From an optimization exercise on the open Yosys and OpenROAD flow, aimed at small area and a short achievable clock period; shortcuts taken in it are not production practice.
RTL that was checked went through simulation tests only; none was proved equivalent to the original.
Only the layout flow was run in runs 5 and 6; the RTL was not checked for function there.
Power figures rest on the tool's default switching activity, not on a simulated workload.

==> flow/design.v <==
module store_buffer_fwd #(
    parameter int SB_DEPTH = 8,
    parameter int TAG_W    = 5,
    parameter int ADDR_W   = 32
) (
    input  logic                      clk,
    input  logic                      rst,
    input  logic                      alloc_valid,
    output logic                      alloc_ready,
    input  logic [TAG_W-1:0]          alloc_rob_tag,
    input  logic [ADDR_W-1:0]         alloc_addr,
    input  logic [31:0]               alloc_wdata,
    input  logic [3:0]                alloc_wmask,
    input  logic                      commit_valid,
    input  logic [TAG_W-1:0]          commit_rob_tag,
    output logic                      commit_err,
    input  logic                      flush,
    output logic                      dmem_req_valid,
    input  logic                      dmem_req_ready,
    output logic [ADDR_W-1:0]         dmem_addr,
    output logic [31:0]               dmem_wdata,
    output logic [3:0]                dmem_wmask,
    input  logic                      dmem_resp,
    input  logic [ADDR_W-1:0]         ld_addr,
    input  logic [3:0]                ld_rmask,
    output logic [3:0]                fwd_mask,
    output logic [31:0]               fwd_data,
    output logic [$clog2(SB_DEPTH):0] count,
    output logic                      empty,
    output logic                      full
);
    localparam int N  = SB_DEPTH;
    localparam int CW = $clog2(SB_DEPTH) + 1;
    localparam int WA = ADDR_W - 2;
    logic [TAG_W-1:0] tag_r  [N];
    logic [WA-1:0]    addr_r [N];
    logic [31:0]      data_r [N];
    logic [3:0]       mask_r [N];
    logic [N-1:0] valid_r, comm_r;
    logic [N-1:0] valid_nxt_s, comm_nxt_s;
    logic req_r, wait_r;
    logic commit_err_r;
    logic [N-1:0] old_s;     
    logic [N-1:0] unc_s;     
    logic [N-1:0] shift_s;   
    logic         any_unc_s, two_comm_s;
    logic         full_s, alloc_fire_s, commit_ok_s, pop_s, wr_s;
    logic [TAG_W-1:0] unc_tag_s;
    logic         unused_s;
    assign unused_s = ^{alloc_addr[1:0], ld_addr[1:0]};
    assign full_s = &valid_r;
    always_comb begin
        logic seen_v, seen_u, seen_c;
        logic [N-1:0] u_v;
        seen_v     = 1'b0;
        seen_u     = 1'b0;
        seen_c     = 1'b0;
        two_comm_s = 1'b0;
        u_v        = valid_r & ~comm_r;
        for (int j = N - 1; j >= 0; j--) begin
            old_s[j]   = valid_r[j] & ~seen_v;
            unc_s[j]   = u_v[j] & ~seen_u;
            two_comm_s = two_comm_s | (comm_r[j] & seen_c);
            seen_v     = seen_v | valid_r[j];
            seen_u     = seen_u | u_v[j];
            seen_c     = seen_c | comm_r[j];
        end
        any_unc_s = seen_u;
        shift_s[0] = 1'b1;
        for (int j = 1; j < N; j++) shift_s[j] = shift_s[j-1] & valid_r[j-1];
        unc_tag_s = '0;
        for (int j = 0; j < N; j++) unc_tag_s = unc_tag_s | ({TAG_W{unc_s[j]}} & tag_r[j]);
    end
    always_comb begin
        logic [N-1:0] v1, c1;
        alloc_fire_s = alloc_valid & ~full_s;
        commit_ok_s  = commit_valid & any_unc_s & (unc_tag_s == commit_rob_tag);
        pop_s        = wait_r & dmem_resp;
        wr_s         = alloc_fire_s & ~flush;
        v1 = valid_r & ~({N{pop_s}} & old_s);
        c1 = (comm_r | ({N{commit_ok_s}} & unc_s)) & ~({N{pop_s}} & old_s);
        if (flush) begin
            valid_nxt_s = v1 & c1;
            comm_nxt_s  = c1;
        end else if (wr_s) begin
            for (int j = 0; j < N; j++) begin
                if (shift_s[j]) begin
                    valid_nxt_s[j] = (j == 0) ? 1'b1 : v1[(j == 0) ? 0 : j-1];
                    comm_nxt_s[j]  = (j == 0) ? 1'b0 : c1[(j == 0) ? 0 : j-1];
                end else begin
                    valid_nxt_s[j] = v1[j];
                    comm_nxt_s[j]  = c1[j];
                end
            end
        end else begin
            valid_nxt_s = v1;
            comm_nxt_s  = c1;
        end
    end
    always_ff @(posedge clk or negedge rst) begin
        if (!rst) begin
            valid_r      <= '0;
            comm_r       <= '0;
            commit_err_r <= 1'b0;
            req_r        <= 1'b0;
            wait_r       <= 1'b0;
        end else begin
            valid_r      <= valid_nxt_s;
            comm_r       <= comm_nxt_s;
            commit_err_r <= commit_valid & ~commit_ok_s;
            if (req_r) begin
                req_r  <= ~dmem_req_ready;
                wait_r <= dmem_req_ready;
            end else if (wait_r) begin
                req_r  <= dmem_resp & two_comm_s;
                wait_r <= ~dmem_resp;
            end else begin
                req_r  <= |comm_r;
            end
        end
    end
    always_ff @(posedge clk) begin
        if (wr_s) begin
            tag_r[0]  <= alloc_rob_tag;
            addr_r[0] <= alloc_addr[ADDR_W-1:2];
            data_r[0] <= alloc_wdata;
            mask_r[0] <= alloc_wmask;
        end
        for (int j = 1; j < N; j++) begin
            if (wr_s && shift_s[j]) begin
                tag_r[j]  <= tag_r[j-1];
                addr_r[j] <= addr_r[j-1];
                data_r[j] <= data_r[j-1];
                mask_r[j] <= mask_r[j-1];
            end
        end
    end
    always_comb begin
        logic [WA-1:0] a_v;
        logic [31:0]   d_v;
        logic [3:0]    m_v;
        a_v = '0;
        d_v = '0;
        m_v = '0;
        for (int j = 0; j < N; j++) begin
            a_v = a_v | ({WA{old_s[j]}} & addr_r[j]);
            d_v = d_v | ({32{old_s[j]}} & data_r[j]);
            m_v = m_v | ({4{old_s[j]}} & mask_r[j]);
        end
        dmem_addr  = {a_v, 2'b00};
        dmem_wdata = d_v;
        dmem_wmask = m_v;
    end
    logic [N*WA-1:0] addr_flat_s;
    logic [N*32-1:0] data_flat_s;
    logic [N*4-1:0]  mask_flat_s;
    always_comb begin
        for (int j = 0; j < N; j++) begin
            addr_flat_s[j*WA +: WA] = addr_r[j];
            data_flat_s[j*32 +: 32] = data_r[j];
            mask_flat_s[j*4 +: 4]   = mask_r[j];
        end
    end
    sb_fwd_match #(.N(N), .WA(WA)) u_fwd (
        .ld_word  (ld_addr[ADDR_W-1:2]),
        .ld_rmask (ld_rmask),
        .valid    (valid_r),
        .addr     (addr_flat_s),
        .data     (data_flat_s),
        .mask     (mask_flat_s),
        .fwd_mask (fwd_mask),
        .fwd_data (fwd_data)
    );
    always_comb begin
        count = '0;
        for (int j = 0; j < N; j++) count = count + CW'(valid_r[j]);
    end
    assign alloc_ready    = ~full_s;
    assign commit_err     = commit_err_r;
    assign dmem_req_valid = req_r;
    assign empty          = ~|valid_r;
    assign full           = full_s;
endmodule
module sb_fwd_match #(
    parameter int N  = 8,
    parameter int WA = 30
) (
    input  logic [WA-1:0]   ld_word,
    input  logic [3:0]      ld_rmask,
    input  logic [N-1:0]    valid,
    input  logic [N*WA-1:0] addr,
    input  logic [N*32-1:0] data,
    input  logic [N*4-1:0]  mask,
    output logic [3:0]      fwd_mask,
    output logic [31:0]     fwd_data
);
    logic [N-1:0] match_n_s;
    for (genvar j = 0; j < N; j++) begin : g_eq
        sb_word_eq #(.WA(WA)) u_eq (
            .a     (addr[j*WA +: WA]),
            .b     (ld_word),
            .en      (valid[j]),
            .match_n (match_n_s[j])
        );
    end
    sb_fwd_pick #(.N(N)) u_pick (
        .match_n  (match_n_s),
        .ld_rmask (ld_rmask),
        .data     (data),
        .mask     (mask),
        .fwd_mask (fwd_mask),
        .fwd_data (fwd_data)
    );
endmodule
module sb_word_eq #(
    parameter int WA = 30
) (
    input  logic [WA-1:0] a,
    input  logic [WA-1:0] b,
    input  logic          en,
    output logic          match_n
);
    logic [7:0] ne_s;
    logic [3:0] eq_s;
    for (genvar g = 0; g < 7; g++) begin : g_ne
        sb_ne4 u_ne (.a(a[4*g +: 4]), .b(b[4*g +: 4]), .ne(ne_s[g]));
    end
    sb_ne2e u_ne_top (.a(a[29:28]), .b(b[29:28]), .en(en), .ne(ne_s[7]));
    for (genvar p = 0; p < 4; p++) begin : g_eq
        sb_nor2 u_eq (.a(ne_s[2*p]), .b(ne_s[2*p+1]), .y(eq_s[p]));
    end
    sb_nand4 u_match (.a(eq_s), .y(match_n));
endmodule
module sb_ne4 (
    input  logic [3:0] a,
    input  logic [3:0] b,
    output logic       ne
);
    assign ne = (a != b);
endmodule
module sb_ne2e (
    input  logic [1:0] a,
    input  logic [1:0] b,
    input  logic       en,
    output logic       ne
);
    assign ne = ~en | (a != b);
endmodule
module sb_nor2 (
    input  logic a,
    input  logic b,
    output logic y
);
    assign y = ~(a | b);
endmodule
module sb_nand4 (
    input  logic [3:0] a,
    output logic       y
);
    assign y = ~&a;
endmodule
module sb_fwd_pick #(
    parameter int N = 8
) (
    input  logic [N-1:0]    match_n,
    input  logic [3:0]      ld_rmask,
    input  logic [N*32-1:0] data,
    input  logic [N*4-1:0]  mask,
    output logic [3:0]      fwd_mask,
    output logic [31:0]     fwd_data
);
    for (genvar b = 0; b < 4; b++) begin : g_lane
        logic [N-1:0] m_s, sel_s;
        logic         any_s;
        for (genvar j = 0; j < N; j++) begin : g_m
            assign m_s[j] = mask[j*4+b];
        end
        sb_sel_first #(.N(N)) u_sel (.match_n(match_n), .en(m_s), .sel(sel_s), .any(any_s));
        assign fwd_mask[b] = ld_rmask[b] & any_s;
        for (genvar i = 0; i < 8; i++) begin : g_bit
            logic [N-1:0] d_s;
            for (genvar j = 0; j < N; j++) begin : g_d
                assign d_s[j] = data[j*32 + 8*b + i];
            end
            sb_and_or #(.N(N)) u_ao (.sel(sel_s), .d(d_s), .y(fwd_data[8*b + i]));
        end
    end
endmodule
module sb_sel_first #(
    parameter int N = 8
) (
    input  logic [N-1:0] match_n,
    input  logic [N-1:0] en,
    output logic [N-1:0] sel,
    output logic         any
);
    always_comb begin
        logic seen_v;
        seen_v = 1'b0;
        for (int j = 0; j < N; j++) begin
            sel[j] = ~match_n[j] & en[j] & ~seen_v;
            seen_v = seen_v | (~match_n[j] & en[j]);
        end
        any = seen_v;
    end
endmodule
module sb_and_or #(
    parameter int N = 8
) (
    input  logic [N-1:0] sel,
    input  logic [N-1:0] d,
    output logic         y
);
    assign y = |(sel & d);
endmodule
==> flow/flow/run.sh <==
#!/bin/bash
# Standard layout, with the ports buffered by the smallest plain buffer
# (the resizer upsizes the ones on critical paths). Full tool output goes
# to flow_standard.log in the work folder.
set -euo pipefail
export BUFFER_PORTS_ARGS="-buffer_cell sky130_fd_sc_hd__buf_1"
bash standard.sh finish > flow_standard.log 2>&1
==> flow/standard.sh <==
#!/bin/bash
# synth_recipe.tcl (not shown) runs the flow's synth.tcl, then flattens the netlist and writes it again
# the make line also repeats each setting of config.mk as NAME=value (left out here)
make -C /OpenROAD-flow-scripts/flow DESIGN_CONFIG=/design/flow/config.mk WORK_HOME=/design/flow/orfs CLKGATE_MAP_FILE= SYNTH_SCRIPT=/design/flow/synth_recipe.tcl "${@:-finish}"
==> flow/config.mk <==
export PLATFORM = sky130hd
export DESIGN_NAME = store_buffer_fwd
export DESIGN_NICKNAME = store_buffer_fwd
export VERILOG_FILES = /design/flow/design.v
export SDC_FILE = /design/flow/constraint.sdc
export NUM_CORES = 4
export LEC_CHECK = 0
export CAP_MARGIN = 20
export CORE_MARGIN = 2
export CORE_UTILIZATION = 60
export CTS_CLUSTER_DIAMETER = 60
export CTS_CLUSTER_SIZE = 30
export PLACE_DENSITY = 0.7
export SETUP_SLACK_MARGIN = 3.2
export SLEW_MARGIN = 20
export SYNTH_HIERARCHICAL = 1
export SYNTH_MINIMUM_KEEP_SIZE = 0
==> flow/constraint.sdc <==
create_clock -name core_clock -period 9.0 [get_ports {clk}]
set_input_delay 1.8000 -clock core_clock [delete_from_list [all_inputs] [get_ports {clk}]]
set_output_delay 1.8000 -clock core_clock [all_outputs]
set_load 0.01 [all_outputs]
==> out/metrics.cfg, run 1 <==
[outcome]
status = finished clean

[clock_network]
cts_tree = yes
clk_latency_ns = 0.62
root_buffer = clkbuf_16
cts_max_level = 2
cts_sinks = 587
cts.clk_slew.worst_paths_ns = 0.08
ctsLongestPathBuffers = 3
numCtsBuffers = 41

[synthesis]
ys.flop_type = edfxtp_1
yosys.area.top_type = edfxtp_1
synth_commonest_cells = edfxtp_1 (568), a22oi_1 (262), xnor2_1 (242), nand2_1 (164), nand4_1 (103)
synth_cell_types = 68
async_reset_ff_share_pct = 3.24
ys_top_cells_by_area = edfxtp_1 (64%), xnor2_1 (7.9%), a22oi_1 (7.3%)
syn_avg_cell_area_um2 = 13.5
yosysWarnings = 12
synth_seq_area_share_pct = 65.5
synth.most_common_cell = edfxtp_1
ys_ff_latch = 587
synth_top_area_share_pct = 63.7
synthCells = 1987
netlist_area_mm2 = 0.0268
synth_edf_count = 568

[sta]
fin_crit_ns = 5.81
slew-limit-headroom_pct = 25.9
setup_viol_count_final = 0
final-hold-violation-count = 0
drv_slew = 0
tightest_slew_ns = 1.11
fin_skew_ns = 0.0409
rsz0062_at_grt = true
setup_tns_ns = 0
fin_crit_sh_pct = 64.5
fmax_ghz = 0.172
post-route-worst-setup-slack_ns = 3.19

[routing]
drc_errors = 0
detail-route-antenna-nets = 0
first_pass_iters = 7
dr.first_iter.drc_count = 2338
via_per_inst = 6.77
wl_mm = 76.7
vias = 19300
wl_per_cell_um = 26.9

[floorplan]
num_rows = 77
chipHeight_um = 215
dieArea_mm2 = 0.0463
die_w_um = 215
num_io_pins = 234
start_util_pct = 60.7
coreArea_mm2 = 0.0441

[worst_setup_path]
cp-end-kind = output port
worst-path-max-fanout = 8
crit_type = input port to output port
start_kind = input port
crit_arrival_ns = 4.01
required_ns = 7.20

[global_routing]
grt_pass1_vias = 18800
grt_overflow = 0
grt_pass1_wl_mm = 114
grt_util_all_layers_pct = 32.4
grt_max_degree = 91
antenna_found_initial = 3

[layout]
final_cells = 2849
area_delta_synth_final_pct = 16.4
fin_nets = 2353
stdcell_area_mm2 = 0.0311
drive_gt1_share_pct = 15.6

[flow_run]
drv_cap = 0

[placed_design]
globalplace.congestion = 0.879
hpwl_mm = 45.7
pre_cts_slack_ns = 2.26
io_buffers = 227
dpl_cell_area_mm2 = 0.0284
dp_cells = 2756

[pwr]
power_density_mw_per_mm2 = 174
leakagePower_uw = 0.00983
vdd_drop_max_mv = 0.146

[min_path]
min_path_type = flip-flop to flip-flop

[cell families (layout without fill, tap and decap cells)]
logic type	after synthesis	in the layout	share of synthesized area, %
and+or+nand+nor	547	547	10.7
muxes	7	7	0.262
DFF	587	587	65.5
adders and majority gates	10	10	0.570
xor gates and xnor gates	242	242	7.92
other	1	3	0.0140
buffers and inverters	119	387	1.83
AOI/OAI and AO/OA	474	474	13.2
[layout make-up]
class                           instances  area [µm²]
Sequential cell                       587       17500
Fill cell                            3027       13000
Multi-Input combinational cell       1282        9740
Timing Repair Buffer                  278        1480
Clock buffer                           43        1080
Tap cell                              592         741
Clock inverter                         33         397
Inverter                               33         179
Antenna cell                            1        2.50
[through the flow]
| stage | hold slack [ns] | util, % | power (µW) |
|---|---|---|---|
| 2_1_floorplan | 0.417 | - | 3240 |
| 3_3_place_gp | 0.421 | 64.3 | 3360 |
| 3_5_place_dp | 0.427 | 64.3 | 3370 |
| 4_1_cts | 0.444 | 68.4 | 5410 |
| 5_1_grt | 0.458 | 70.6 | 5560 |
| 6_report | 0.447 | 70.6 | 5420 |
[flip-flops by register name, indices dropped and copies added (netlist names)]
signal        count
commit_err_r      1
tag_r            40
data_r          256
wait_r            1
req_r             1
valid_r           8
addr_r          240
mask_r           32
comm_r            8
[Yosys stat by module, one instance, submodules excluded, a selection]
module | cells inside | times used
sb_ne2e | 3 | 8
store_buffer_fwd | 1395 | 1
sb_nor2 | 1 | 32
sb_nand4 | 1 | 8
sb_ne4 | 5 | 56
[placed cells by master (no fill, tap or decap), types with 7 or more instances in the layout]
| cell type | netlist | layout |
|---|---|---|
| edfxtp_1 | 568 | 568 |
| a22oi_1 | 262 | 254 |
| buf_1 | 7 | 193 |
| xnor2_1 | 242 | 166 |
| nand2_1 | 164 | 157 |
| nand4_1 | 103 | 103 |
| nand3_1 | 89 | 89 |
| o21ai_0 | 75 | 74 |
| xnor2_2 | 0 | 73 |
| a221oi_1 | 69 | 69 |
| buf_4 | 2 | 50 |
| clkbuf_16 | 0 | 43 |
| nor2_1 | 68 | 31 |
| nor2_2 | 0 | 23 |
| buf_6 | 4 | 20 |
| inv_1 | 28 | 19 |
| dfrtp_1 | 19 | 17 |
| nor2b_1 | 19 | 15 |
| nor2_4 | 0 | 14 |
| nand2b_1 | 16 | 13 |
| a21oi_1 | 13 | 13 |
| a31oi_1 | 12 | 12 |
| nand2b_4 | 8 | 12 |
| nor3_1 | 13 | 11 |
| clkinvlp_4 | 0 | 11 |
| and2_1 | 11 | 10 |
| and3b_1 | 9 | 9 |
| a22oi_2 | 0 | 8 |
| inv_8 | 0 | 8 |
| mux2i_1 | 7 | 7 |
[path summary, 6_finish.rpt]
check                            startpoint           end  slack (ns)  cells past startpoint
max in group asynchronous               rst    valid_r[7]        7.57                      2
worst min-delay path            tag_r[1][4]   tag_r[2][4]        0.45                      0
worst min register to register  tag_r[1][4]   tag_r[2][4]        0.45                      0
worst max-delay path            ld_addr[19]  fwd_data[31]        3.19                     13
worst max register to register   valid_r[7]  addr_r[3][1]        3.66                     11
min in group asynchronous               rst     comm_r[1]        1.17                      2
[what timing repair did]
item	CTS	global route
setup endpoints to repair	50	39
buffers inserted	12	3
pin swaps	12	74
hold buffers	0	0
resized for setup	85	191
[metal layers]
metal	track usage (%)	up-vias	share of wire [%]
met4	11.2	4	3.4
met2	50.8	1308	47
li1	-	8336	-
met5	0	-	0.029
met3	6.45	176	11
met1	45.5	9468	38
[critical path, stage by stage]
cell       delay (ns)
buf_6            0.13
xnor2_2          0.16
nand4_1          0.15
nor2_2           0.25
nand4_1          0.16
buf_6            0.17
nand2b_4         0.17
o2111ai_4        0.12
buf_4            0.18
nor2_4           0.06
a22oi_1          0.19
nand4_1          0.23
buf_2            0.21
[where the power goes]
group	switching [µW]	total (µW)	leakage, µW	internal, µW
clock network	1080	2070	0.000715	996
registers	41.2	3040	0.00539	3000
logic	178	305	0.00372	127
==> run 2, diff against run 1 <==
--- a/flow/config.mk
+++ b/flow/config.mk
@@ -11,7 +11,7 @@
 export CTS_CLUSTER_DIAMETER = 60
 export CTS_CLUSTER_SIZE = 30
 export PLACE_DENSITY = 0.7
-export SETUP_SLACK_MARGIN = 3.2
+export SETUP_SLACK_MARGIN = 3.4
 export SLEW_MARGIN = 20
 export SYNTH_HIERARCHICAL = 1
 export SYNTH_MINIMUM_KEEP_SIZE = 0
==> out/metrics.cfg, run 2 <==
[layout]
area_delta_synth_final_pct = 18.8  ; was 16.4%
largest_register_ffs = 256  ; unchanged
final_cells = 2874  ; was 2849
drive_gt1_share_pct = 19.1  ; was 15.6%
layout_commonest_cell = edfxtp_1  ; unchanged
layout_common_cells = edfxtp_1 (568), a22oi_1 (206), xnor2_1 (196)  ; was edfxtp_1 (568), a22oi_1 (254), buf_1 (193)
fin_nets = 2378  ; was 2353
num-fill-cells = 2984  ; was 3027
stdcell_area_mm2 = 0.0318  ; was 0.0311 mm²
largest_register = data_r  ; unchanged
top_regs = data_r (256), addr_r (240), tag_r (40)  ; unchanged

[min_path]
min_path_type = flip-flop to flip-flop  ; unchanged
min_to = tag_r[2][0]  ; was tag_r[2][4]
holdCritStartpoint = tag_r[1][0]  ; was tag_r[1][4]
hold_depth = 0  ; unchanged

[sta]
rsz0062_at_grt = true  ; unchanged
fin_crit_sh_pct = 65.4  ; was 64.5%
drv_slew = 0  ; unchanged
setup_viol_count_final = 0  ; unchanged
slew-limit-headroom_pct = 17.6  ; was 25.9%
fmax_ghz = 0.170  ; was 0.172 GHz
tightest_slew_ns = 1.23  ; was 1.11 ns
final-hold-violation-count = 0  ; unchanged
fin_crit_ns = 5.89  ; was 5.81 ns
setup_tns_ns = 0  ; unchanged
fin_skew_ns = 0.0248  ; was 0.0409 ns
timing.hold.ws_ns = 0.452  ; was 0.447 ns

[worst_setup_path]
cp-end-kind = output port  ; unchanged
required_ns = 7.20  ; about the same
rr_startpoint = valid_r[2]  ; was valid_r[7]
start_kind = input port  ; unchanged
crit_type = input port to output port  ; unchanged
crit_arrival_ns = 4.09  ; was 4.01 ns
worst-path-max-fanout = 8  ; unchanged
rr_endpoint = tag_r[6][4]  ; was addr_r[3][1]
r2r_slack_ns = 4.37  ; was 3.66 ns
rr_worst_depth = 6  ; was 11

[routing]
drc_errors = 0  ; unchanged
first_pass_iters = 6  ; was 7
vias = 19700  ; was 19300
via_per_inst = 6.86  ; was 6.77
detail-route-antenna-nets = 0  ; unchanged
dr.first_iter.drc_count = 2535  ; was 2338
wl_mm = 80.8  ; was 76.7 mm
wl_per_cell_um = 28.1  ; was 26.9 µm

[floorplan]
num_io_pins = 234  ; unchanged
chipHeight_um = 215  ; unchanged
dieArea_mm2 = 0.0463  ; unchanged
coreArea_mm2 = 0.0441  ; unchanged
num_rows = 77  ; unchanged
start_util_pct = 60.7  ; unchanged
die_w_um = 215  ; unchanged

[clock_network]
cts.clk_slew.worst_paths_ns = 0.08  ; about the same
cts_max_level = 2  ; unchanged
ctsLongestPathBuffers = 3  ; unchanged
clk_latency_ns = 0.60  ; was 0.62 ns
cts_tree = yes  ; unchanged
cts_sinks = 587  ; unchanged
numCtsBuffers = 43  ; was 41
holdBufCountCts = 0  ; unchanged
root_buffer = clkbuf_16  ; unchanged

[placed_design]
dpl_cell_area_mm2 = 0.0284  ; about the same
dp_cells = 2751  ; was 2756
io_buffers = 227  ; unchanged
globalplace.congestion = 0.883  ; was 0.879
hpwl_mm = 46.4  ; was 45.7 mm

[synthesis]
synth.most_common_cell = edfxtp_1  ; unchanged
yosysWarnings = 12  ; unchanged
synthCells = 1987  ; unchanged
yosys.area.top_type = edfxtp_1  ; unchanged
syn_avg_cell_area_um2 = 13.5  ; unchanged
ys_ff_latch = 587  ; unchanged
synth_edf_count = 568  ; unchanged
ys.flop_type = edfxtp_1  ; unchanged
async_reset_ff_share_pct = 3.24  ; unchanged
synth_top_area_share_pct = 63.7  ; unchanged
synth_seq_area_share_pct = 65.5  ; unchanged
synth_commonest_cells = edfxtp_1 (568), a22oi_1 (262), xnor2_1 (242), nand2_1 (164), nand4_1 (103)  ; unchanged
synth_cell_types = 68  ; unchanged
ys_top_cells_by_area = edfxtp_1 (64%), xnor2_1 (7.9%), a22oi_1 (7.3%)  ; unchanged
netlist_area_mm2 = 0.0268  ; unchanged

[global_routing]
grtUsageMet1_pct = 46.8  ; was 45.5%
antenna_found_initial = 0  ; was 3
grt_max_degree = 81  ; was 91
grt_util_all_layers_pct = 33.9  ; was 32.4%
gr-usage-met2_pct = 53.7  ; was 50.8%
grt_pass1_wl_mm = 119  ; was 114 mm
grtUsageMet3_pct = 5.97  ; was 6.45%
grt_overflow = 0  ; unchanged
busiest_layer = met2  ; unchanged
grt_pass1_vias = 19600  ; was 18800

[flow_run]
drv_cap = 0  ; unchanged

[outcome]
status = finished clean  ; unchanged

[pwr]
power_density_mw_per_mm2 = 174  ; about the same
leakagePower_uw = 0.0100  ; was 0.00983 µW
vdd_drop_max_mv = 0.175  ; was 0.146 mV

-- run 2: cell counts after synthesis --
Identical to the previous run, type by type.
-- run 2: cell type report --
| class | count | area (µm²) | share of cell area [%] |
|---|---|---|---|
| Antenna cell | 1 | 2.50 | 0.00787 |
| Clock buffer | 46 | 1130 | 3.55 |
| Clock inverter | 32 | 439 | 1.38 |
| Inverter | 33 | 179 | 0.563 |
| Multi-Input combinational cell | 1285 | 9880 | 31.1 |
| Sequential cell | 587 | 17500 | 55.2 |
| Tap cell | 592 | 741 | 2.33 |
| Timing Repair Buffer | 295 | 1870 | 5.89 |
| Timing Repair inverter | 3 | 17.5 | 0.0551 |
-- run 2: Yosys stat by module, one instance, submodules excluded, excerpt --
module            cell area (µm²)  times used  cells  flip-flops and latches
sb_ne2e                      22.5           8      3                       0
sb_ne4                       41.3          56      5                       0
sb_nor2                      3.75          32      1                       0
store_buffer_fwd            22300           1   1395                     587
sb_nand4                     6.26           8      1                       0
-- run 2: through the flow --
stage	total power (µW)	utilization (%)	setup slack, ns
detailed placement	3370	64.3	2.31
global placement	3360	64.3	2.35
CTS	5540	71.0	3.26
global route	5660	72.1	3.10
floorplan	3240	-	2.09
finish	5540	72.1	3.11
-- run 2: worst max path at each step --
stage                     slack, ns   startpoint            to
after global routing           3.10  ld_addr[21]  fwd_data[18]
final                          3.11  ld_addr[21]  fwd_data[18]
after global placement         2.35   ld_addr[9]   fwd_data[7]
after floorplan                2.09  alloc_valid    valid_r[7]
after CTS                      3.26  ld_addr[20]   fwd_data[7]
after detailed placement       2.31   ld_addr[9]   fwd_data[7]
-- run 2: cells by family after synthesis --
logic type               count (synthesis)  synth area share [%]
multiplexers                             7                 0.262
flip-flops                             587                  65.5
AND/OR/NAND/NOR                        547                  10.7
adder cells (fa/ha/maj)                 10                 0.570
other                                    1                0.0140
buffers and inverters                  119                  1.83
XOR/XNOR                               242                  7.92
AO/OA/AOI/OAI                          474                  13.2
-- run 2: timing repair --
action,in CTS,in global routing
buffers inserted,25,10
gates resized for setup,291,62
pin swaps,109,58
cloned,4,4
endpoints found under the setup margin,166,117
-- run 2: worst max-delay path, cell delays in order --
cell and delay (ns):
buf_8 0.13, xnor2_2 0.14, nand4_1 0.20, nor2_2 0.22, nand4_1 0.18, buf_12 0.20, o2111ai_4 0.34, nor4b_2 0.10
buf_4 0.21, a22oi_2 0.14, nand4_1 0.21, buf_2 0.20
-- run 2: per-layer routing --
metal	wire length, µm	up-vias	share of wire, %
met2	37800	1425	47
met1	30400	9659	38
met4	3340	0	4.1
met3	9330	244	12
li1	-	8382	-
met5	0	-	0
-- run 2: report_power, final --
group | total, µW | internal [µW] | switching (µW) | leakage [µW]
Combinational | 308 | 125 | 182 | 0.00391
Sequential | 3040 | 3000 | 39.0 | 0.00539
Clock | 2190 | 1130 | 1060 | 0.000754
Total | 5540 | 4260 | 1280 | 0.0100
==> run 3, diff against run 2 <==
--- a/flow/config.mk
+++ b/flow/config.mk
@@ -11,7 +11,7 @@
 export CTS_CLUSTER_DIAMETER = 60
 export CTS_CLUSTER_SIZE = 30
 export PLACE_DENSITY = 0.7
-export SETUP_SLACK_MARGIN = 3.4
+export SETUP_SLACK_MARGIN = 3
 export SLEW_MARGIN = 20
 export SYNTH_HIERARCHICAL = 1
 export SYNTH_MINIMUM_KEEP_SIZE = 0
==> out/metrics.cfg, run 3 <==
[outcome]
status = finished clean  ; unchanged

[worst_setup_path]
cp-end-kind = output port  ; unchanged
worst-path-max-fanout = 9  ; was 8
max_stage_delay_ns = 0.57  ; was 0.34 ns
crit_arrival_ns = 4.16  ; was 4.09 ns
crit_top_cell = nand4_1  ; unchanged
crit_type = input port to output port  ; unchanged
required_ns = 7.20  ; about the same
crit_family = simple AND/OR/NAND/NOR gates  ; unchanged
cp_slowest_cell = nor2_2  ; was o2111ai_4
cp.buffers_inverters = 4  ; unchanged
start_kind = input port  ; unchanged
crit_chain = clkbuf_4, xnor2_2, nand4_1, nor2_2, nand4_1, buf_4, nand2b_4, clkinvlp_4, nor2_2, a22oi_1, nand4_1, buf_1  ; was buf_8, xnor2_2, nand4_1, nor2_2, nand4_1, buf_12, o2111ai_4, nor4b_2, buf_4, a22oi_2, nand4_1, buf_2

[routing]
detail-route-antenna-nets = 0  ; unchanged
vias = 19200  ; was 19700
wl_met3_mm = 8.28  ; was 9.33 mm
met1_length_mm = 29.3  ; was 30.4 mm
via_per_inst = 6.76  ; was 6.86
dr_wl_met2_mm = 35.9  ; was 37.8 mm
first_pass_iters = 6  ; unchanged
drc_errors = 0  ; unchanged
highest_layer = met5  ; was met4
dr.first_iter.drc_count = 2746  ; was 2535
wl_per_cell_um = 26.9  ; was 28.1 µm
wl_mm = 76.3  ; was 80.8 mm

[synthesis]
synth_commonest_cells = edfxtp_1 (568), a22oi_1 (262), xnor2_1 (242), nand2_1 (164), nand4_1 (103)  ; unchanged
netlist_area_mm2 = 0.0268  ; unchanged
synth.most_common_cell = edfxtp_1  ; unchanged
ys.flop_type = edfxtp_1  ; unchanged
synth_cell_types = 68  ; unchanged
syn_avg_cell_area_um2 = 13.5  ; unchanged
ys_ff_latch = 587  ; unchanged
yosysWarnings = 12  ; unchanged
synthCells = 1987  ; unchanged
synth_top_area_share_pct = 63.7  ; unchanged
yosys.area.top_type = edfxtp_1  ; unchanged
async_reset_ff_share_pct = 3.24  ; unchanged
synth_seq_area_share_pct = 65.5  ; unchanged
ys_top_cells_by_area = edfxtp_1 (64%), xnor2_1 (7.9%), a22oi_1 (7.3%)  ; unchanged
synth_edf_count = 568  ; unchanged

[clock_network]
root_buffer = clkbuf_16  ; unchanged
cts_tree = yes  ; unchanged
ctsLongestPathBuffers = 3  ; unchanged
numCtsBuffers = 38  ; was 43
clk_latency_ns = 0.61  ; was 0.60 ns
cts_sinks = 587  ; unchanged
cts_max_level = 2  ; unchanged
cts.clk_slew.worst_paths_ns = 0.08  ; about the same

[pwr]
comb_power_share_pct = 5.3  ; was 5.6%
power_switching_uw = 1220  ; was 1280 µW
vdd_drop_max_mv = 0.173  ; was 0.175 mV
p_seq_share_pct = 57.8  ; was 54.9%
p_clk_share_pct = 36.9  ; was 39.5%
power_density_mw_per_mm2 = 175  ; was 174 mW/mm²
switching_share_pct = 23.2  ; was 23.1%
intPower_uw = 4040  ; was 4260 µW
leakagePower_uw = 0.00916  ; was 0.0100 µW

[layout]
top_regs = data_r (256), addr_r (240), tag_r (40)  ; unchanged
layout_common_cells = edfxtp_1 (568), a22oi_1 (262), xnor2_1 (239)  ; was edfxtp_1 (568), a22oi_1 (206), xnor2_1 (196)
fin_nets = 2341  ; was 2378
num-fill-cells = 3225  ; was 2984
area_delta_synth_final_pct = 12.0  ; was 18.8%
largest_register = data_r  ; unchanged
largest_register_ffs = 256  ; unchanged
layout_commonest_cell = edfxtp_1  ; unchanged
drive_gt1_share_pct = 9.64  ; was 19.1%

[floorplan]
start_util_pct = 60.7  ; unchanged
coreArea_mm2 = 0.0441  ; unchanged
chipHeight_um = 215  ; unchanged
num_io_pins = 234  ; unchanged
num_rows = 77  ; unchanged
dieArea_mm2 = 0.0463  ; unchanged
die_w_um = 215  ; unchanged

[flow_run]
drv_cap = 0  ; unchanged

[min_path]
min_path_type = flip-flop to flip-flop  ; unchanged

[sta]
setup_tns_ns = 0  ; unchanged
setup_viol_count_final = 0  ; unchanged
drv_slew = 0  ; unchanged
final-hold-violation-count = 0  ; unchanged
fmax_ghz = 0.168  ; was 0.170 GHz
fin_crit_sh_pct = 66.3  ; was 65.4%
timing.hold.ws_ns = 0.449  ; was 0.452 ns
fin_skew_ns = 0.0330  ; was 0.0248 ns
tightest_slew_ns = 1.15  ; was 1.23 ns
slew-limit-headroom_pct = 23.3  ; was 17.6%
fin_crit_ns = 5.96  ; was 5.89 ns
rsz0062_at_grt = true  ; unchanged

[global_routing]
antenna_found_initial = 6  ; was 0
grt_overflow = 0  ; unchanged
grt_pass1_vias = 19000  ; was 19600
grt_max_degree = 77  ; was 81
grt_util_all_layers_pct = 32.5  ; was 33.9%
grt_pass1_wl_mm = 114  ; was 119 mm

[placed_design]
globalplace.congestion = 0.890  ; was 0.883
io_buffers = 227  ; unchanged
hpwl_mm = 46.4  ; about the same

-- run 3: layout make-up --
cell class                 instances  area [µm²]  area share (%)
inverter                          33         179           0.597
antenna                            4        10.0          0.0334
tap                              592         741            2.47
clock inverter                    27         308            1.03
sequential                       587       17500            58.5
timing repair buffer             269        1250            4.17
clock buffer                      43        1030            3.45
multi-input combinational       1282        8930            29.8
-- run 3: repair_timing --
| item | CTS | global route |
|---|---|---|
| gates cloned | 0 | 0 |
| endpoints found under the setup margin | 60 | 65 |
| resized for setup | 53 | 20 |
| setup buffers | 5 | 5 |
| pin swaps | 5 | 13 |
| hold buffers | 0 | 0 |
-- run 3: logic make-up after synthesis --
| family | Yosys count | synth area share, % |
|---|---|---|
| AOI/OAI and AO/OA | 474 | 13.2 |
| xor gates and xnor gates | 242 | 7.92 |
| adders and majority gates | 10 | 0.570 |
| buffers and inverters | 119 | 1.83 |
| DFF | 587 | 65.5 |
| muxes | 7 | 0.262 |
| other | 1 | 0.0140 |
| and+or+nand+nor | 547 | 10.7 |
-- run 3: per-stage QoR --
step | power (µW) | cells | utilization, % | worst slack, ns | cell area (µm²)
2_1_floorplan | 3240 | 1988 | - | 2.09 | 26900
3_3_place_gp | 3360 | 2753 | 64.3 | 2.29 | 28400
3_5_place_dp | 3370 | 2753 | 64.3 | 2.23 | 28400
4_1_cts | 5280 | 2828 | 67.6 | 2.99 | 29800
5_1_grt | 5390 | 2834 | 67.9 | 2.96 | 30000
6_report | 5260 | 2837 | 68.0 | 3.04 | 30000
-- run 3: metal layers --
layer  vias to the layer above  GRT usage (%)
met1                      9381           44.9
met2                      1292           51.5
met4                         4           13.1
met5                         -              0
met3                       202           6.17
li1                       8288              -
-- run 3: modules after synthesis, one instance, submodules excluded, excerpt --
| module | cell area, µm² | times used |
|---|---|---|
| store_buffer_fwd | 22300 | 1 |
| sb_nand4 | 6.26 | 8 |
| sb_ne2e | 22.5 | 8 |
| sb_nor2 | 3.75 | 32 |
| sb_ne4 | 41.3 | 56 |
-- run 3: final timing paths --
kind,cells after the start,slack (ns),start,to
min in group asynchronous,1,1.18,rst,comm_r[7]
min reg2reg,0,0.45,tag_r[5][3],tag_r[6][3]
max in group asynchronous,1,7.40,rst,valid_r[7]
max reg2reg,8,4.18,valid_r[6],addr_r[4][13]
min,0,0.45,tag_r[5][3],tag_r[6][3]
max,12,3.04,ld_addr[9],fwd_data[11]
-- run 3: power by group through the flow --
stage | sequential [µW] | combinational, µW | clock [µW]
final | 3040 | 277 | 1940
after detailed placement | 3100 | 268 | 0
after global routing | 3040 | 298 | 2050
after CTS | 3040 | 273 | 1970
after global placement | 3100 | 264 | 0
after floorplan | 3090 | 158 | 0
==> run 4, diff against run 3 <==
--- a/flow/config.mk
+++ b/flow/config.mk
@@ -8,8 +8,9 @@
 export CAP_MARGIN = 20
 export CORE_MARGIN = 2
 export CORE_UTILIZATION = 60
-export CTS_CLUSTER_DIAMETER = 60
-export CTS_CLUSTER_SIZE = 30
+export CTS_BUF_LIST = sky130_fd_sc_hd__clkbuf_8
+export CTS_CLUSTER_DIAMETER = 50
+export CTS_CLUSTER_SIZE = 20
 export PLACE_DENSITY = 0.7
 export SETUP_SLACK_MARGIN = 3
 export SLEW_MARGIN = 20
==> out/metrics.cfg, run 4 <==
[synthesis]
synth_edf_count = 568  ; unchanged
synth_top_area_share_pct = 63.7  ; unchanged
yosys.area.top_type = edfxtp_1  ; unchanged
ys.flop_type = edfxtp_1  ; unchanged
synthCells = 1987  ; unchanged
synth_commonest_cells = edfxtp_1 (568), a22oi_1 (262), xnor2_1 (242), nand2_1 (164), nand4_1 (103)  ; unchanged
yosysWarnings = 12  ; unchanged
synth_seq_area_share_pct = 65.5  ; unchanged
ys_top_cells_by_area = edfxtp_1 (64%), xnor2_1 (7.9%), a22oi_1 (7.3%)  ; unchanged
synth.most_common_cell = edfxtp_1  ; unchanged
synth_cell_types = 68  ; unchanged
ys_ff_latch = 587  ; unchanged
syn_avg_cell_area_um2 = 13.5  ; unchanged
netlist_area_mm2 = 0.0268  ; unchanged
async_reset_ff_share_pct = 3.24  ; unchanged

[routing]
dr.first_iter.drc_count = 2778  ; was 2746
wl_mm = 76.4  ; was 76.3 mm
wl_per_cell_um = 26.8  ; was 26.9 µm
detail-route-antenna-nets = 0  ; unchanged
first_pass_iters = 6  ; unchanged
via_per_inst = 6.71  ; was 6.76
vias = 19200  ; about the same
drc_errors = 0  ; unchanged

[worst_setup_path]
crit_arrival_ns = 4.15  ; was 4.16 ns
crit_type = input port to output port  ; unchanged
r2r_slack_ns = 4.15  ; was 4.18 ns
required_ns = 7.20  ; about the same
rr_startpoint = valid_r[6]  ; unchanged
cp-end-kind = output port  ; unchanged
rr_endpoint = addr_r[4][9]  ; was addr_r[4][13]
worst-path-max-fanout = 9  ; unchanged
rr_worst_depth = 8  ; unchanged
critPathLaunch = ld_addr[6]  ; was ld_addr[9]
start_kind = input port  ; unchanged
crit_end = fwd_data[11]  ; unchanged

[sta]
setup_viol_count_final = 0  ; unchanged
fin_crit_sh_pct = 66.1  ; was 66.3%
fin_skew_ns = 0.0363  ; was 0.0330 ns
tightest_slew_ns = 1.17  ; was 1.15 ns
slew-limit-headroom_pct = 22.0  ; was 23.3%
fmax_ghz = 0.168  ; about the same
rsz0062_at_grt = true  ; unchanged
drv_slew = 0  ; unchanged
setup_tns_ns = 0  ; unchanged
final-hold-violation-count = 0  ; unchanged
fin_crit_ns = 5.95  ; was 5.96 ns

[layout]
largest_register = data_r  ; unchanged
fin_nets = 2353  ; was 2341
largest_register_ffs = 256  ; unchanged
fin_util_pct = 67.7  ; was 68.0%
layout_common_cells = edfxtp_1 (568), a22oi_1 (262), xnor2_1 (240)  ; was edfxtp_1 (568), a22oi_1 (262), xnor2_1 (239)
top_regs = data_r (256), addr_r (240), tag_r (40)  ; unchanged
drive_gt1_share_pct = 10.6  ; was 9.64%
layout_commonest_cell = edfxtp_1  ; unchanged
area_delta_synth_final_pct = 11.6  ; was 12.0%

[global_routing]
grt_util_all_layers_pct = 32.8  ; was 32.5%
antenna_found_initial = 4  ; was 6
grt_max_degree = 77  ; unchanged
grt_pass1_vias = 19100  ; was 19000
grt_overflow = 0  ; unchanged
grt_pass1_wl_mm = 115  ; was 114 mm

[floorplan]
num_rows = 77  ; unchanged
dieArea_mm2 = 0.0463  ; unchanged
num_io_pins = 234  ; unchanged
chipHeight_um = 215  ; unchanged
start_util_pct = 60.7  ; unchanged
die_w_um = 215  ; unchanged
coreArea_mm2 = 0.0441  ; unchanged

[clock_network]
holdBufCountCts = 0  ; unchanged
ctsLongestPathBuffers = 3  ; unchanged
clk_latency_ns = 0.70  ; was 0.61 ns
cts_max_level = 2  ; unchanged
cts_sinks = 587  ; unchanged
cts.clk_slew.worst_paths_ns = 0.09  ; was 0.08 ns
numCtsBuffers = 50  ; was 38
root_buffer = clkbuf_8  ; was clkbuf_16
cts_tree = yes  ; unchanged

[flow_run]
drv_cap = 0  ; unchanged

[placed_design]
io_buffers = 227  ; unchanged
hpwl_mm = 46.4  ; unchanged
globalplace.congestion = 0.890  ; unchanged

[min_path]
holdCritStartpoint = tag_r[3][1]  ; was tag_r[5][3]
min_path_type = flip-flop to flip-flop  ; unchanged

[outcome]
status = finished clean  ; unchanged

[pwr]
leakagePower_uw = 0.00913  ; was 0.00916 µW
power_density_mw_per_mm2 = 172  ; was 175 mW/mm²
vdd_drop_max_mv = 0.172  ; was 0.173 mV

-- run 4: kinds of logic after synthesis --
| group | synth area share, % |
|---|---|
| AND/OR/NAND/NOR | 10.7 |
| AO/OA/AOI/OAI | 13.2 |
| XOR/XNOR | 7.92 |
| multiplexers | 0.262 |
| other | 0.0140 |
| buffers and inverters | 1.83 |
| flip-flops | 65.5 |
| adder cells (fa/ha/maj) | 0.570 |
-- run 4: how the worst min path moves through the flow --
stage             endpoint  slack (ns)  depth (start not counted)
6_report       tag_r[4][1]        0.45                          0
5_1_grt        tag_r[2][0]        0.47                          0
4_1_cts        tag_r[4][3]        0.45                          0
3_5_place_dp   tag_r[4][3]        0.43                          0
3_3_place_gp   tag_r[4][2]        0.42                          0
2_1_floorplan  tag_r[4][1]        0.42                          0
-- run 4: routing by layer --
metal | part of all wire (%) | up-vias | track usage [%] | wire, µm
li1 | - | 8311 | - | -
met1 | 39 | 9365 | 45.5 | 29500
met2 | 47 | 1296 | 51.9 | 36000
met3 | 11 | 199 | 6.95 | 8480
met4 | 3.2 | 4 | 11.4 | 2440
met5 | 0.035 | - | 0 | 27
-- run 4: metrics by stage --
stage / hold slack, ns / setup WS [ns] / cells / total power (µW) / instance area, µm²
finish: 0.451 / 3.05 / 2857 / 5140 / 29900
global route: 0.468 / 2.95 / 2857 / 5270 / 29900
CTS: 0.455 / 2.99 / 2851 / 5150 / 29700
detailed placement: 0.432 / 2.23 / 2753 / 3370 / 28400
global placement: 0.424 / 2.29 / 2753 / 3360 / 28400
floorplan: 0.417 / 2.09 / 1988 / 3240 / 26900
-- run 4: cell type report --
cell class,instances,area [µm²]
antenna,2,5.00
clock buffer,51,702
clock inverter,41,518
fill,3266,14300
inverter,33,179
multi-input combinational,1282,8930
sequential,587,17500
tap,592,741
timing repair buffer,269,1250
-- run 4: repair_timing --
action,in CTS,in global routing
setup endpoints to repair,82,40
endpoints found under the hold margin,0,0
resized for setup,54,23
pin swaps,5,12
buffers inserted,6,4
-- run 4: report_power, final --
group	leakage (µW)	switching, µW	internal (µW)	total (µW)
logic	0.00313	171	105	277
clock network	0.000606	1050	770	1820
registers	0.00539	38.9	3000	3040
-- run 4: worst max-delay path, cell delays in order --
cell	delay [ns]
buf_2	0.22
xnor2_1	0.11
nand4_1	0.18
nor2_2	0.09
nand4_1	0.08
buf_4	0.16
nand2b_4	0.18
clkinvlp_4	0.25
nor2_2	0.58
a22oi_1	0.15
nand4_1	0.17
buf_1	0.17
-- run 4: Yosys stat by module, one instance, submodules excluded, a selection --
module	flip-flops and latches	cells inside	copies in the design	area [µm²]
sb_nand4	0	1	8	6.26
sb_ne2e	0	3	8	22.5
sb_ne4	0	5	56	41.3
sb_nor2	0	1	32	3.75
store_buffer_fwd	587	1395	1	22300
==> run 5, diff against run 4 <==
--- a/flow/design.v
+++ b/flow/design.v
@@ -135,22 +135,24 @@
             end
         end
     end
-    always_comb begin
-        logic [WA-1:0] a_v;
-        logic [31:0]   d_v;
-        logic [3:0]    m_v;
-        a_v = '0;
-        d_v = '0;
-        m_v = '0;
-        for (int j = 0; j < N; j++) begin
-            a_v = a_v | ({WA{old_s[j]}} & addr_r[j]);
-            d_v = d_v | ({32{old_s[j]}} & data_r[j]);
-            m_v = m_v | ({4{old_s[j]}} & mask_r[j]);
+    for (genvar i = 0; i < WA + 36; i++) begin : g_dmem
+        logic [N-1:0] d_s;
+        logic         y_s;
+        for (genvar j = 0; j < N; j++) begin : g_d
+            assign d_s[j] = (i < WA) ? addr_r[j][(i < WA) ? i : 0] :
+                            (i < WA + 32) ? data_r[j][(i >= WA && i < WA + 32) ? i - WA : 0] :
+                            mask_r[j][(i >= WA + 32) ? i - WA - 32 : 0];
+        end
+        sb_and_or #(.N(N)) u_ao (.sel(old_s), .d(d_s), .y(y_s));
+        if (i < WA) begin : g_a
+            assign dmem_addr[i + 2] = y_s;
+        end else if (i < WA + 32) begin : g_w
+            assign dmem_wdata[i - WA] = y_s;
+        end else begin : g_m
+            assign dmem_wmask[i - WA - 32] = y_s;
         end
-        dmem_addr  = {a_v, 2'b00};
-        dmem_wdata = d_v;
-        dmem_wmask = m_v;
     end
+    assign dmem_addr[1:0] = 2'b00;
     logic [N*WA-1:0] addr_flat_s;
     logic [N*32-1:0] data_flat_s;
     logic [N*4-1:0]  mask_flat_s;
--- a/flow/config.mk
+++ b/flow/config.mk
@@ -8,9 +8,8 @@
 export CAP_MARGIN = 20
 export CORE_MARGIN = 2
 export CORE_UTILIZATION = 60
-export CTS_BUF_LIST = sky130_fd_sc_hd__clkbuf_8
-export CTS_CLUSTER_DIAMETER = 50
-export CTS_CLUSTER_SIZE = 20
+export CTS_CLUSTER_DIAMETER = 60
+export CTS_CLUSTER_SIZE = 30
 export PLACE_DENSITY = 0.7
 export SETUP_SLACK_MARGIN = 3
 export SLEW_MARGIN = 20
==> out/metrics.cfg, run 5 <==
[routing]
dr_wl_met2_mm = 37.0  ; was 36.0 mm
met1_length_mm = 29.9  ; was 29.5 mm
first_pass_iters = 8  ; was 6
highest_layer = met5  ; unchanged
dr.first_iter.drc_count = 2579  ; was 2778
detail-route-antenna-nets = 0  ; unchanged
wl_per_cell_um = 28.9  ; was 26.8 µm
wl_met3_mm = 9.14  ; was 8.48 mm
wl_mm = 78.5  ; was 76.4 mm
vias = 18700  ; was 19200
drc_errors = 0  ; unchanged
via_per_inst = 6.89  ; was 6.71

[clock_network]
cts_max_level = 2  ; unchanged
cts.clk_slew.worst_paths_ns = 0.09  ; about the same
cts_sinks = 587  ; unchanged
root_buffer = clkbuf_16  ; was clkbuf_8
holdBufCountCts = 0  ; unchanged
ctsLongestPathBuffers = 3  ; unchanged
cts_tree = yes  ; unchanged
clk_latency_ns = 0.61  ; was 0.70 ns
numCtsBuffers = 40  ; was 50

[worst_setup_path]
crit_arrival_ns = 4.24  ; was 4.15 ns
required_ns = 7.20  ; about the same
crit_type = input port to output port  ; unchanged
rr_worst_depth = 9  ; was 8
cp-end-kind = output port  ; unchanged
start_kind = input port  ; unchanged
worst-path-max-fanout = 8  ; was 9

[floorplan]
dieArea_mm2 = 0.0462  ; was 0.0463 mm²
coreArea_mm2 = 0.0440  ; was 0.0441 mm²
die_w_um = 215  ; about the same
start_util_pct = 60.6  ; was 60.7%
num_rows = 77  ; unchanged
chipHeight_um = 215  ; about the same
num_io_pins = 234  ; unchanged

[sta]
timing.hold.ws_ns = 0.444  ; was 0.451 ns
drv_slew = 0  ; unchanged
final-hold-violation-count = 0  ; unchanged
setup_tns_ns = 0  ; unchanged
fin_skew_ns = 0.0389  ; was 0.0363 ns
fmax_ghz = 0.165  ; was 0.168 GHz
slew-limit-headroom_pct = 18.8  ; was 22.0%
setup_viol_count_final = 0  ; unchanged
fin_crit_sh_pct = 67.2  ; was 66.1%
fin_crit_ns = 6.04  ; was 5.95 ns
rsz0062_at_grt = true  ; unchanged
tightest_slew_ns = 1.21  ; was 1.17 ns

[synthesis]
synthCells = 1844  ; was 1987
ys.flop_type = edfxtp_1  ; unchanged
yosys.area.top_type = edfxtp_1  ; unchanged
ys_ff_latch = 587  ; unchanged
netlist_area_mm2 = 0.0267  ; was 0.0268 mm²
synth_commonest_cells = edfxtp_1 (568), a22oi_1 (393), xnor2_1 (243), nand4_1 (165), buf_4 (70)  ; was edfxtp_1 (568), a22oi_1 (262), xnor2_1 (242), nand2_1 (164), nand4_1 (103)
yosysWarnings = 12  ; unchanged
synth.most_common_cell = edfxtp_1  ; unchanged
ys_top_cells_by_area = edfxtp_1 (64%), a22oi_1 (11%), xnor2_1 (8.0%)  ; was edfxtp_1 (64%), xnor2_1 (7.9%), a22oi_1 (7.3%)
synth_edf_count = 568  ; unchanged
synth_cell_types = 74  ; was 68
synth_top_area_share_pct = 63.9  ; was 63.7%
async_reset_ff_share_pct = 3.24  ; unchanged
synth_seq_area_share_pct = 65.7  ; was 65.5%
syn_avg_cell_area_um2 = 14.5  ; was 13.5 µm²

[layout]
fin_nets = 2209  ; was 2353
largest_register_ffs = 256  ; unchanged
regArea_mm2 = 0.0175  ; about the same
top_regs = data_r (256), addr_r (240), tag_r (40)  ; unchanged
num-fill-cells = 3204  ; was 3266
layout_commonest_cell = edfxtp_1  ; unchanged
stdcell_area_mm2 = 0.0298  ; was 0.0299 mm²
largest_register = data_r  ; unchanged
area_delta_synth_final_pct = 11.8  ; was 11.6%
layout_common_cells = edfxtp_1 (568), a22oi_1 (393), xnor2_1 (235)  ; was edfxtp_1 (568), a22oi_1 (262), xnor2_1 (240)
drive_gt1_share_pct = 11.9  ; was 10.6%
fin_util_pct = 67.8  ; was 67.7%
multi_input_area_mm2 = 0.00873  ; was 0.00893 mm²

[flow_run]
drv_cap = 0  ; unchanged

[global_routing]
grt_pass1_wl_mm = 114  ; was 115 mm
grt_pass1_vias = 18500  ; was 19100
grt_max_degree = 62  ; was 77
grt_overflow = 0  ; unchanged
antenna_found_initial = 12  ; was 4
grt_util_all_layers_pct = 33.1  ; was 32.8%

[placed_design]
dpl_cell_area_mm2 = 0.0280  ; was 0.0284 mm²
hpwl_mm = 47.0  ; was 46.4 mm
io_buffers = 227  ; unchanged
globalplace.congestion = 0.878  ; was 0.890

[pwr]
leakagePower_uw = 0.00908  ; was 0.00913 µW
total_power_uw = 5250  ; was 5140 µW
power_density_mw_per_mm2 = 176  ; was 172 mW/mm²
vdd_drop_max_mv = 0.132  ; was 0.172 mV

[min_path]
min_path_type = flip-flop to flip-flop  ; unchanged
hold_depth = 0  ; unchanged

[outcome]
status = finished clean  ; unchanged

-- run 5: report_power, final --
group	switching, µW	internal (µW)	total, µW
Clock	1030	916	1950
Combinational	165	103	267
Sequential	32.4	3000	3030
-- run 5: path summary, 6_finish.rpt --
kind                             start           end  slack [ns]
hold / removal             tag_r[1][2]   tag_r[2][2]        0.44
max in group asynchronous          rst    valid_r[7]        7.59
setup / recovery           ld_addr[11]  fwd_data[20]        2.96
setup reg to reg            valid_r[7]  data_r[4][6]        3.90
min in group asynchronous          rst        wait_r        1.15
hold reg to reg            tag_r[1][2]   tag_r[2][2]        0.44
-- run 5: layout make-up --
type / instances / share of cell area [%]
Timing Repair Buffer: 272 / 4.34
Clock buffer: 45 / 3.49
Multi-Input combinational cell: 1141 / 29.3
Antenna cell: 9 / 0.0755
Sequential cell: 587 / 58.8
Clock inverter: 29 / 0.994
Tap cell: 592 / 2.48
Inverter: 37 / 0.583
-- run 5: kinds of logic after synthesis --
kind of cell	count (synthesis)	synth area share [%]
other cells	1	0.0141
compound gates	468	13.5
flops	587	65.7
xor+xnor	244	8.01
buf+inv	119	2.77
mux	4	0.150
simple gates	411	9.25
fa+ha+maj	10	0.572
-- run 5: critical path: stages --
cell and delay, ns:
clkbuf_4 0.20, xnor2_2 0.22, nand4_1 0.19, nor2_2 0.25, nand4_1 0.12, buf_4 0.18
nand2b_2 0.24, nor2_2 0.48, a22oi_1 0.19, nand4_1 0.17, buf_1 0.20
-- run 5: repair_timing --
action                                  CTS  global route
gates cloned                              0             2
endpoints found under the hold margin     0             0
resized for setup                        59            42
setup buffers                            11             4
pin swaps                                 8            13
endpoints found under the setup margin   74            70
-- run 5: routing by layer --
layer	vias up	global-route usage [%]
li1	7936	-
met1	9262	46.1
met2	1302	51.3
met3	183	6.96
met4	4	13.1
met5	-	0
-- run 5: metrics by stage --
stage	std cells	setup WS, ns
final	2712	2.96
after global placement	2612	2.14
after global routing	2712	2.93
after CTS	2697	2.97
after detailed placement	2612	2.09
after floorplan	1845	2.66
-- run 5: modules after synthesis, one instance, submodules excluded, excerpt --
module            cells inside  area (µm²)
store_buffer_fwd           922       19800
sb_nor2                      1        3.75
sb_ne4                       5        41.3
sb_ne2e                      3        22.5
sb_nand4                     1        6.26
==> run 6, diff against run 5 <==
--- a/flow/config.mk
+++ b/flow/config.mk
@@ -7,10 +7,10 @@
 export LEC_CHECK = 0
 export CAP_MARGIN = 20
 export CORE_MARGIN = 2
-export CORE_UTILIZATION = 60
+export CORE_UTILIZATION = 70
 export CTS_CLUSTER_DIAMETER = 60
 export CTS_CLUSTER_SIZE = 30
-export PLACE_DENSITY = 0.7
+export PLACE_DENSITY = 0.8
 export SETUP_SLACK_MARGIN = 3
 export SLEW_MARGIN = 20
 export SYNTH_HIERARCHICAL = 1
==> out/metrics.cfg, run 6 <==
[outcome]
status = finished clean  ; unchanged

[floorplan]
start_util_pct = 71.0  ; was 60.6%
num_io_pins = 234  ; unchanged
coreArea_mm2 = 0.0376  ; was 0.0440 mm²
die_w_um = 199  ; was 215 µm
num_rows = 71  ; was 77
chipHeight_um = 199  ; was 215 µm
dieArea_mm2 = 0.0397  ; was 0.0462 mm²

[routing]
dr.first_iter.drc_count = 2668  ; was 2579
detail-route-antenna-nets = 0  ; unchanged
wl_mm = 77.0  ; was 78.5 mm
drc_errors = 0  ; unchanged
first_pass_iters = 6  ; was 8
vias = 18900  ; was 18700
via_per_inst = 7.24  ; was 6.89
wl_per_cell_um = 29.5  ; was 28.9 µm

[sta]
rsz0062_at_grt = true  ; unchanged
final-hold-violation-count = 0  ; unchanged
fmax_ghz = 0.165  ; about the same
drv_slew = 0  ; unchanged
fin_skew_ns = 0.0377  ; was 0.0389 ns
setup_tns_ns = 0  ; unchanged
fin_crit_ns = 6.04  ; about the same
fin_crit_sh_pct = 67.2  ; about the same
slew-limit-headroom_pct = 24.3  ; was 18.8%
setup_viol_count_final = 0  ; unchanged
tightest_slew_ns = 1.14  ; was 1.21 ns

[worst_setup_path]
crit_arrival_ns = 4.24  ; about the same
worst-path-stages = 13  ; was 11
rr_worst_depth = 10  ; was 9
crit_type = input port to output port  ; unchanged
crit_chain = clkbuf_4, xnor2_1, nand4_1, nor2_1, nand4_1, buf_4, nand2b_4, o2111ai_4, nor3b_2, buf_4, a22oi_2, nand4_1, buf_2  ; was clkbuf_4, xnor2_2, nand4_1, nor2_2, nand4_1, buf_4, nand2b_2, nor2_2, a22oi_1, nand4_1, buf_1
critPathLaunch = ld_addr[10]  ; was ld_addr[11]
crit_end = fwd_data[22]  ; was fwd_data[20]
cp_slowest_cell = nor2_1  ; was nor2_2
crit_family = simple AND/OR/NAND/NOR gates  ; unchanged
start_kind = input port  ; unchanged
cp.buffers_inverters = 4  ; was 3
rr_startpoint = valid_r[7]  ; unchanged
worst-path-max-fanout = 8  ; unchanged
cp-end-kind = output port  ; unchanged
required_ns = 7.20  ; about the same
rr_endpoint = addr_r[4][18]  ; was data_r[4][6]
r2r_slack_ns = 3.64  ; was 3.90 ns
max_stage_delay_ns = 0.29  ; was 0.48 ns
crit_top_cell = nand4_1  ; unchanged

[synthesis]
synth_seq_area_share_pct = 65.7  ; unchanged
synth.most_common_cell = edfxtp_1  ; unchanged
netlist_area_mm2 = 0.0267  ; unchanged
synth_commonest_cells = edfxtp_1 (568), a22oi_1 (393), xnor2_1 (243), nand4_1 (165), buf_4 (70)  ; unchanged
yosys.area.top_type = edfxtp_1  ; unchanged
synth_edf_count = 568  ; unchanged
synth_cell_types = 74  ; unchanged
synth_top_area_share_pct = 63.9  ; unchanged
async_reset_ff_share_pct = 3.24  ; unchanged
ys_ff_latch = 587  ; unchanged
yosysWarnings = 12  ; unchanged
ys_top_cells_by_area = edfxtp_1 (64%), a22oi_1 (11%), xnor2_1 (8.0%)  ; unchanged
syn_avg_cell_area_um2 = 14.5  ; unchanged
ys.flop_type = edfxtp_1  ; unchanged
synthCells = 1844  ; unchanged

[layout]
largest_register = data_r  ; unchanged
layout_commonest_cell = edfxtp_1  ; unchanged
final_cells = 2615  ; was 2712
area_delta_synth_final_pct = 11.4  ; was 11.8%
largest_register_ffs = 256  ; unchanged
layout_common_cells = edfxtp_1 (568), a22oi_1 (390), xnor2_1 (225)  ; was edfxtp_1 (568), a22oi_1 (393), xnor2_1 (235)
fin_nets = 2204  ; was 2209
num-fill-cells = 2190  ; was 3204
top_regs = data_r (256), addr_r (240), tag_r (40)  ; unchanged
drive_gt1_share_pct = 12.3  ; was 11.9%

[clock_network]
cts.clk_slew.worst_paths_ns = 0.09  ; about the same
numCtsBuffers = 37  ; was 40
cts_tree = yes  ; unchanged
holdBufCountCts = 0  ; unchanged
cts_sinks = 587  ; unchanged
clk_latency_ns = 0.60  ; was 0.61 ns
cts_max_level = 2  ; unchanged
ctsLongestPathBuffers = 3  ; unchanged
root_buffer = clkbuf_16  ; unchanged

[placed_design]
io_buffers = 227  ; unchanged
globalplace.congestion = 0.932  ; was 0.878
dp_cells = 2528  ; was 2612
hpwl_mm = 45.2  ; was 47.0 mm

[pwr]
leakagePower_uw = 0.00911  ; was 0.00908 µW
power_density_mw_per_mm2 = 175  ; was 176 mW/mm²
vdd_drop_max_mv = 0.136  ; was 0.132 mV

[global_routing]
grt_util_all_layers_pct = 38.1  ; was 33.1%
grt_overflow = 0  ; unchanged
grt_pass1_vias = 18800  ; was 18500
grt_max_degree = 68  ; was 62
antenna_found_initial = 6  ; was 12
grt_pass1_wl_mm = 111  ; was 114 mm

[flow_run]
drv_cap = 0  ; unchanged

[min_path]
min_path_type = flip-flop to flip-flop  ; unchanged

run 6: cell families after synthesis:
family,Yosys count,synth area share [%]
multiplexers,4,0.150
other,1,0.0141
AO/OA/AOI/OAI,468,13.5
buffers and inverters,119,2.77
flip-flops,587,65.7
AND/OR/NAND/NOR,411,9.25
XOR/XNOR,244,8.01
adder cells (fa/ha/maj),10,0.572
run 6: worst min path at each step:
stage / to / start / slack, ns / cells past startpoint
4_1_cts: tag_r[6][4] / tag_r[5][4] / 0.44 / 0
3_3_place_gp: tag_r[5][0] / tag_r[4][0] / 0.42 / 0
6_report: tag_r[6][4] / tag_r[5][4] / 0.43 / 0
3_5_place_dp: tag_r[2][2] / tag_r[1][2] / 0.42 / 0
2_1_floorplan: tag_r[2][2] / tag_r[1][2] / 0.42 / 0
5_1_grt: tag_r[2][2] / tag_r[1][2] / 0.45 / 0
run 6: final cells by class:
class                           count  area [µm²]  share of cell area, %
Tap cell                          511         639                   2.15
Multi-Input combinational cell   1141        8850                   29.8
Inverter                           37         174                  0.585
Clock inverter                     28         353                   1.19
Antenna cell                        4        10.0                 0.0337
Sequential cell                   587       17500                   59.0
Clock buffer                       37         926                   3.11
Timing Repair Buffer              270        1240                   4.18
run 6: per-layer routing:
layer  track usage, %  part of all wire [%]  vias up
met3             8.47                    15      245
met1             51.8                    34     9166
met5                0                 0.030        -
met4             17.5                   4.1        4
met2             59.5                    47     1608
li1                 -                     -     7912
run 6: stage by stage:
step | total power [µW] | hold slack [ns] | setup WS, ns | utilization [%] | instance area (µm²)
after floorplan | 3260 | 0.417 | 2.66 | - | 26800
after global placement | 3340 | 0.424 | 1.95 | 74.2 | 27900
after detailed placement | 3340 | 0.424 | 1.88 | 74.2 | 27900
after CTS | 5180 | 0.436 | 3.02 | 78.2 | 29400
after global routing | 5300 | 0.446 | 2.87 | 79.1 | 29700
final | 5190 | 0.434 | 2.96 | 79.1 | 29700
run 6: worst reg2reg max path: cells and delay by family (launching register included):
kind / cells / cell delay, ns
and+or+nand+nor: 5 / 1.23
DFF: 1 / 0.93
buffers and inverters: 5 / 2.77
run 6: per-module statistics from Yosys, one instance, submodules excluded, excerpt:
module / flops+latches / area (µm²) / times used
sb_nand4: 0 / 6.26 / 8
sb_ne4: 0 / 41.3 / 56
sb_nor2: 0 / 3.75 / 32
store_buffer_fwd: 587 / 19800 / 1
sb_ne2e: 0 / 22.5 / 8
run 6: timing repair:
| item | 4_1_cts | 5_1_grt |
|---|---|---|
| resized for setup | 57 | 65 |
| pin swaps | 8 | 12 |
| gates cloned | 0 | 2 |
| endpoints found under the setup margin | 79 | 75 |
| buffers inserted | 12 | 4 |
run 6: where the power goes:
part | internal, µW | switching [µW]
Combinational | 105 | 166
Clock | 891 | 998
Sequential | 3000 | 33.3

[afterwards: timing with drivers on the ports]
In the flow no input, the clock included, has a driving cell. The finished layouts below were timed again as built, in two steps.
Step 1 (the two cells are an assumption about what drives the block):
set clk [get_ports {clk}]
set_driving_cell -lib_cell sky130_fd_sc_hd__clkbuf_16 $clk
set_driving_cell -lib_cell sky130_fd_sc_hd__buf_2 [delete_from_list [all_inputs] $clk]
Step 2 adds t to the input delays and takes it off the output delays; t is the mean of the earliest and latest rising clock arrival at the registers after step 1. Input paths then give back, and output paths get back, about the clock's delay inside the block.
a / b / c = ideal ports / drivers / drivers and shift; a / b = the first two.
run	t (ns)	setup slack, ns	worst hold slack (ns)	worst register clock-pin slew, ns	worst slew at a driven data input, ns
run 1	0.661	3.193 / 3.141 / 3.141	0.447 / 0.447 / 0.447	0.11 / 0.11	0.10
run 2	0.653	3.115 / 3.071 / 3.071	0.452 / 0.452 / 0.452	0.10 / 0.10	0.11
run 3	0.654	3.037 / 2.976 / 2.976	0.449 / 0.449 / 0.449	0.10 / 0.10	0.10
run 4	0.740	3.049 / 2.966 / 2.966	0.451 / 0.451 / 0.451	0.12 / 0.12	0.10
run 5	0.653	2.955 / 2.926 / 2.641	0.444 / 0.444 / 0.444	0.10 / 0.10	0.09
run 6	0.633	2.956 / 2.928 / 2.928	0.434 / 0.434 / 0.434	0.11 / 0.11	0.10
After both steps setup and hold are still met in every run listed. The setup slack of run 5, which loses most, moves by -0.029 ns with the drivers and by -0.314 ns with both steps.
